Source: an optimization exercise on an open RTL-to-GDS flow (aim: small area, a short achievable clock period and few clock cycles per item). Production flows keep margins and buffers that such runs may drop.
The RTL was checked by simulation tests, not by an equivalence proof against the original design.
Power figures rest on the tool's default switching activity, not on a simulated workload.

==> flow/design.v <==
package cbts_pkg;
    typedef logic [1:0] mode_t;
    localparam mode_t MODE_TICK  = 2'd0;
    localparam mode_t MODE_SCHED = 2'd1;
    localparam mode_t MODE_WRITE = 2'd2;
    localparam mode_t MODE_NONE  = 2'd3;
    localparam logic [1:0] TS_RUNNABLE = 2'd0;
    localparam logic [1:0] TS_SLEEPING = 2'd1;
    localparam logic [7:0]  FULL_SLICE  = 8'hff;
    localparam logic [15:0] TPS_DEFAULT = 16'd100;
    typedef struct packed {
        logic        used;
        logic [1:0]  status;
        logic [7:0]  slice;
        logic [7:0]  nice;
        logic [31:0] alarm;
    } slot_entry_t;
    typedef logic [3:0] state_t;
    localparam state_t ST_IDLE    = 4'd0;
    localparam state_t ST_WRITE   = 4'd1;
    localparam state_t ST_TICK_RD = 4'd2;
    localparam state_t ST_TICK_WR = 4'd3;
    localparam state_t ST_PASS1   = 4'd4;
    localparam state_t ST_DECIDE1 = 4'd5;
    localparam state_t ST_PASS2   = 4'd6;
    localparam state_t ST_DECIDE2 = 4'd7;
    localparam state_t ST_FINISH  = 4'd8;
    typedef struct packed {
        logic accept;
        logic pass_start;
        logic refill;
        logic pass_run;
        logic write_slot;
        logic tick_rd;
        logic tick_wr;
        logic set_run;
        logic load_out;
    } cmd_t;
    typedef struct packed {
        logic pass_done;
        logic any_runnable;
        logic found;
    } sts_t;
endpackage
module counter_based_task_scheduler
#(
    parameter int SLOTS = 16
)
(
    input  logic        clk,
    input  logic        rst_n,
    input  logic        cfg_wr_en,
    input  logic [15:0] cfg_wr_data,
    input  logic        in_valid,
    output logic        in_stall,
    input  logic [1:0]  mode,
    input  logic [3:0]  slot,
    input  logic        used,
    input  logic [1:0]  task_status,
    input  logic [7:0]  slice_left,
    input  logic [7:0]  niceness,
    input  logic [31:0] wake_tick,
    output logic        out_valid,
    input  logic        out_stall,
    output logic [3:0]  current_task,
    output logic        switched,
    output logic        refilled,
    output logic [31:0] tick_total,
    output logic [31:0] seconds_up
);
    localparam logic [1:0] C_NEVER = 2'b00;
    localparam logic [1:0] C_SLEEP = 2'b01;
    localparam logic [1:0] C_RUN   = 2'b10;
    localparam logic [1:0] C_RIPE  = 2'b11;
    logic [1:0]  cls_r   [SLOTS];
    logic [7:0]  slice_r [SLOTS];
    logic [7:0]  rnice_r [SLOTS];    
    logic [31:0] alarm_r [SLOTS];    
    logic [3:0]  run_r;
    logic [31:0] tick_r;
    logic [15:0] sub_r;
    logic [31:0] secs_r;
    logic [15:0] tps_r;
    logic             vb_r;          
    logic             pb_r;          
    logic             rfb_r;         
    logic             rollb_r;       
    logic [SLOTS-1:0] mids_r;        
    logic [SLOTS-1:0] midn_r;
    logic        ov_r;
    logic        sw_r;
    logic        rf_r;
    logic [31:0] tick_o;
    logic accept, fire_a, fire_b;
    assign in_stall = ov_r && out_stall;
    assign accept   = in_valid && !in_stall;
    assign fire_a   = va_r && !in_stall;
    assign fire_b   = vb_r && !in_stall;
    logic        va_r;
    logic [1:0]  a_mode;
    logic [3:0]  a_slot;
    logic        a_used;
    logic [1:0]  a_status;
    logic [7:0]  a_slice;
    logic [7:0]  a_nice;
    logic [31:0] a_alarm;
    always_ff @(posedge clk or negedge rst_n)
        if (!rst_n)
            va_r <= 1'b0;
        else if (!in_stall)
            va_r <= accept;
    always_ff @(posedge clk)
        if (accept)
        begin
            a_mode   <= mode;
            a_slot   <= slot;
            a_used   <= used;
            a_status <= task_status;
            a_slice  <= slice_left;
            a_nice   <= niceness;
            a_alarm  <= wake_tick;
        end
    logic [31:0] a_alarm_m1;
    assign a_alarm_m1 = a_alarm - 32'd1;
    logic do_tick, do_sched, do_write;
    assign do_tick  = fire_a && (a_mode == 2'd0);
    assign do_sched = fire_a && (a_mode == 2'd1);
    assign do_write = fire_a && (a_mode == 2'd2);
    logic [SLOTS-1:0] kbit_s [8];
    logic [SLOTS-1:0] kbit_n [8];
    always_comb
        for (int b = 0; b < 8; b++)
            for (int i = 0; i < SLOTS; i++)
            begin
                kbit_s[b][i] = slice_r[i][b];
                kbit_n[b][i] = rnice_r[i][b];
            end
    function automatic logic [SLOTS-1:0] elim2(input logic [SLOTS-1:0] a,
                                               input logic [SLOTS-1:0] hi,
                                               input logic [SLOTS-1:0] lo);
        logic [SLOTS-1:0] h3;
        logic [SLOTS-1:0] h2;
        logic [SLOTS-1:0] h1;
        h3 = a & hi & lo;
        h2 = a & hi;
        h1 = a & lo;
        if (|h3)
            elim2 = h3;
        else if (|h2)
            elim2 = h2;
        else if (|h1)
            elim2 = h1;
        else
            elim2 = a;
    endfunction
    logic [SLOTS-1:0] runnable, has;
    logic             any_run, refill;
    always_comb
        for (int i = 0; i < SLOTS; i++)
        begin
            runnable[i] = cls_r[i][1];
            has[i]      = runnable[i] && (slice_r[i] != 8'd0);
        end
    assign any_run = |runnable;
    assign refill  = any_run && !(|has);
    logic [SLOTS-1:0] as3, an3, as2, an2, as1, an1;
    assign as3 = elim2(runnable, kbit_s[7], kbit_s[6]);
    assign an3 = elim2(runnable, kbit_n[7], kbit_n[6]);
    assign as2 = elim2(as3, kbit_s[5], kbit_s[4]);
    assign an2 = elim2(an3, kbit_n[5], kbit_n[4]);
    assign as1 = elim2(as2, kbit_s[3], kbit_s[2]);
    assign an1 = elim2(an2, kbit_n[3], kbit_n[2]);
    logic [SLOTS-1:0] as0, an0, fin, first;
    assign as0 = elim2(mids_r, kbit_s[1], kbit_s[0]);
    assign an0 = elim2(midn_r, kbit_n[1], kbit_n[0]);
    assign fin = rfb_r ? an0 : as0;
    always_comb
    begin
        first = '0;
        for (int i = 0; i < SLOTS; i++)
            first[i] = fin[i] && !(|(fin & ((SLOTS)'(1) << i) - (SLOTS)'(1)));
    end
    logic [3:0] best;
    always_comb
    begin
        best = 4'd0;
        for (int i = 0; i < SLOTS; i++)
            if (first[i])
                best = best | 4'(i);
    end
    logic [SLOTS-1:0] run_oh;
    always_comb
        for (int i = 0; i < SLOTS; i++)
            run_oh[i] = pb_r ? first[i] : (run_r == 4'(i));
    logic [32:0] tick_inc;
    logic [15:0] sub_inc;
    logic        sec_roll;
    assign tick_inc = {1'b0, tick_r} + 33'd1;
    assign sub_inc  = sub_r + 16'd1;
    assign sec_roll = (sub_inc >= tps_r);
    logic [1:0] wr_cls_used;    
    always_comb
    begin
        if (a_status == 2'd0)
            wr_cls_used = C_RUN;
        else if (a_status == 2'd1 && a_alarm != 32'd0)
            wr_cls_used = (tick_r >= a_alarm) ? C_RIPE : C_SLEEP;
        else
            wr_cls_used = C_NEVER;
    end
    always_ff @(posedge clk or negedge rst_n)
    begin
        if (!rst_n)
        begin
            ov_r    <= 1'b0;
            vb_r    <= 1'b0;
            pb_r    <= 1'b0;
            run_r   <= 4'd0;
            tick_r  <= 32'd0;
            sub_r   <= 16'd0;
            secs_r  <= 32'd0;
            tps_r   <= 16'd100;
        end
        else
        begin
            ov_r <= fire_b || (ov_r && out_stall);
            if (cfg_wr_en)
                tps_r <= cfg_wr_data;
            if (!in_stall)
            begin
                vb_r <= fire_a;
                pb_r <= do_sched;
            end
            if (do_tick)
            begin
                tick_r <= tick_inc[31:0];
                if (sec_roll)
                    sub_r <= 16'd0;
                else
                    sub_r <= sub_inc;
            end
            if (fire_b)
            begin
                if (pb_r)
                    run_r <= best;
                if (rollb_r)
                    secs_r <= secs_r + 32'd1;
            end
        end
    end
    always_ff @(posedge clk)
    begin
        if (!in_stall)
        begin
            rfb_r   <= refill;
            rollb_r <= do_tick && sec_roll;
            mids_r  <= as1;
            midn_r  <= an1;
        end
        if (fire_b)
        begin
            sw_r   <= pb_r && (best != run_r);
            rf_r   <= pb_r && rfb_r;
            tick_o <= tick_r;
        end
    end
    for (genvar i = 0; i < SLOTS; i++)
    begin : g_slot
        logic       wr_i, dec_i, eq_i;
        logic [1:0] cls_n;
        assign wr_i  = do_write && (a_slot == 4'(i));
        assign dec_i = do_tick && run_oh[i] && (slice_r[i] != 8'd0);
        assign eq_i  = (alarm_r[i] == tick_r);
        always_comb
        begin
            cls_n = cls_r[i];
            if (wr_i)
                cls_n = (i == 0 || a_used) ? wr_cls_used : C_NEVER;
            else if (do_sched && cls_r[i] == C_RIPE)
                cls_n = C_RUN;
            else if (do_tick && cls_r[i] == C_SLEEP && eq_i)
                cls_n = C_RIPE;
            else if (do_tick && cls_r[i] == C_RIPE && tick_inc[32])
                cls_n = C_SLEEP;
        end
        always_ff @(posedge clk or negedge rst_n)
            if (!rst_n)
                cls_r[i] <= (i == 0) ? C_RUN : C_NEVER;
            else
                cls_r[i] <= cls_n;
        if (i == 0)
        begin : g_rst
            always_ff @(posedge clk or negedge rst_n)
            begin
                if (!rst_n)
                begin
                    slice_r[i] <= 8'd0;
                    rnice_r[i] <= 8'hff;
                end
                else if (wr_i)
                begin
                    slice_r[i] <= a_slice;
                    rnice_r[i] <= ~a_nice;
                end
                else if (dec_i)
                    slice_r[i] <= slice_r[i] - 8'd1;
                else if (do_sched && refill && runnable[i])
                    slice_r[i] <= rnice_r[i];
            end
        end
        else
        begin : g_nrst
            always_ff @(posedge clk)
            begin
                if (wr_i)
                begin
                    slice_r[i] <= a_slice;
                    rnice_r[i] <= ~a_nice;
                end
                else if (dec_i)
                    slice_r[i] <= slice_r[i] - 8'd1;
                else if (do_sched && refill && runnable[i])
                    slice_r[i] <= rnice_r[i];
            end
        end
        always_ff @(posedge clk)
            if (wr_i)
                alarm_r[i] <= a_alarm_m1;
    end
    assign out_valid    = ov_r;
    assign current_task = run_r;
    assign switched     = sw_r;
    assign refilled     = rf_r;
    assign tick_total   = tick_o;
    assign seconds_up   = secs_r;
endmodule
==> flow/config.mk <==
export PLATFORM = sky130hd
export DESIGN_NAME = counter_based_task_scheduler
export DESIGN_NICKNAME = counter_based_task_scheduler
export VERILOG_FILES = /design/flow/design.v
export SDC_FILE = /design/flow/constraint.sdc
export NUM_CORES = 4
export LEC_CHECK = 0
export CAP_MARGIN = 20
export CORE_MARGIN = 2
export CORE_UTILIZATION = 65
export CTS_CLUSTER_DIAMETER = 80
export CTS_CLUSTER_SIZE = 24
export SETUP_SLACK_MARGIN = 5
export SLEW_MARGIN = 20
==> flow/constraint.sdc <==
create_clock -name core_clock -period 10.0 [get_ports {clk}]
set_input_delay 2.0000 -clock core_clock [delete_from_list [all_inputs] [get_ports {clk}]]
set_output_delay 2.0000 -clock core_clock [all_outputs]
set_load 0.01 [all_outputs]
run.sh (not shown) runs the stock make flow with config.mk's settings and CLKGATE_MAP_FILE= SYNTH_SCRIPT=/design/flow/synth_recipe.tcl, a recipe that flattens the netlist after the stock synthesis.
The first run completed with no timing, DRC or antenna violations.
Testbench counts at the start, summed over its fixed seeds: cycles 9,624, items 9,600.
Edit:
--- a/flow/design.v
+++ b/flow/design.v
@@ -154,4 +154,11 @@
             elim2 = a;
     endfunction
+    function automatic logic [SLOTS-1:0] elim1(input logic [SLOTS-1:0] a,
+                                               input logic [SLOTS-1:0] b);
+        if (|(a & b))
+            elim1 = a & b;
+        else
+            elim1 = a;
+    endfunction
     logic [SLOTS-1:0] runnable, has;
     logic             any_run, refill;
@@ -169,9 +176,9 @@
     assign as2 = elim2(as3, kbit_s[5], kbit_s[4]);
     assign an2 = elim2(an3, kbit_n[5], kbit_n[4]);
-    assign as1 = elim2(as2, kbit_s[3], kbit_s[2]);
-    assign an1 = elim2(an2, kbit_n[3], kbit_n[2]);
+    assign as1 = elim1(as2, kbit_s[3]);
+    assign an1 = elim1(an2, kbit_n[3]);
     logic [SLOTS-1:0] as0, an0, fin, first;
-    assign as0 = elim2(mids_r, kbit_s[1], kbit_s[0]);
-    assign an0 = elim2(midn_r, kbit_n[1], kbit_n[0]);
+    assign as0 = elim2(elim1(mids_r, kbit_s[2]), kbit_s[1], kbit_s[0]);
+    assign an0 = elim2(elim1(midn_r, kbit_n[2]), kbit_n[1], kbit_n[0]);
     assign fin = rfb_r ? an0 : as0;
     always_comb
@@ -189,8 +196,13 @@
                 best = best | 4'(i);
     end
-    logic [SLOTS-1:0] run_oh;
+    logic [SLOTS-1:0] run_dec, run_oh;
+    logic             same;      
     always_comb
         for (int i = 0; i < SLOTS; i++)
-            run_oh[i] = pb_r ? first[i] : (run_r == 4'(i));
+        begin
+            run_dec[i] = (run_r == 4'(i));
+            run_oh[i]  = pb_r ? first[i] : run_dec[i];
+        end
+    assign same = (|(first & run_dec)) || (!(|fin) && run_dec[0]);
     logic [32:0] tick_inc;
     logic [15:0] sub_inc;
@@ -260,5 +272,5 @@
         if (fire_b)
         begin
-            sw_r   <= pb_r && (best != run_r);
+            sw_r   <= pb_r && !same;
             rf_r   <= pb_r && rfb_r;
             tick_o <= tick_r;
@@ -289,4 +301,9 @@
             else
                 cls_r[i] <= cls_n;
+        logic       rf_i, ld_i;
+        logic [7:0] slice_d;
+        assign rf_i    = do_sched && refill && runnable[i];
+        assign ld_i    = wr_i || rf_i || dec_i;
+        assign slice_d = wr_i ? a_slice : rf_i ? rnice_r[i] : (slice_r[i] - 8'd1);
         if (i == 0)
         begin : g_rst
@@ -298,13 +315,11 @@
                     rnice_r[i] <= 8'hff;
                 end
-                else if (wr_i)
+                else
                 begin
-                    slice_r[i] <= a_slice;
-                    rnice_r[i] <= ~a_nice;
+                    if (wr_i)
+                        rnice_r[i] <= ~a_nice;
+                    if (ld_i)
+                        slice_r[i] <= slice_d;
                 end
-                else if (dec_i)
-                    slice_r[i] <= slice_r[i] - 8'd1;
-                else if (do_sched && refill && runnable[i])
-                    slice_r[i] <= rnice_r[i];
             end
         end
@@ -314,12 +329,7 @@
             begin
                 if (wr_i)
-                begin
-                    slice_r[i] <= a_slice;
                     rnice_r[i] <= ~a_nice;
-                end
-                else if (dec_i)
-                    slice_r[i] <= slice_r[i] - 8'd1;
-                else if (do_sched && refill && runnable[i])
-                    slice_r[i] <= rnice_r[i];
+                if (ld_i)
+                    slice_r[i] <= slice_d;
             end
         end
Effect:
- maximum frequency shrinks by a few percent
- die area shrinks by a few percent
- design area shrinks by a few percent
- clock power stays flat
- flip-flop and latch count stays the same
- via count shrinks by a few percent
Testbench counts after the change, summed over its fixed seeds: cycles 9,624, items 9,600.

## static timing again, ports no longer ideal
Ports are ideal in the flow. The routed layouts listed here were re-timed in OpenROAD.
Step 1 assumes that a clkbuf_16 drives the clock port and a buf_2 every other input.
Step 2, shift: input delay + t, output delay - t, t = (earliest + latest rising clock arrival at the registers) / 2. This alone moves slack from input paths to output paths.
Three values: ideal ports, drivers, drivers and shift; two values: the first two.
run	shift t [ns]	slack for setup (ns)	worst hold slack (ns)	cell pins on the clock port's net
the first run	0.738	5.036 / 4.997 / 4.457	0.471 / 0.471 / 0.471	1
the second run	0.757	4.889 / 4.889 / 4.280	0.437 / 0.437 / 0.437	1
After both steps setup and hold are still met in every run listed. The setup slack of the second run, which loses most, moves by 0.000 ns with the drivers and by -0.609 ns with both steps.
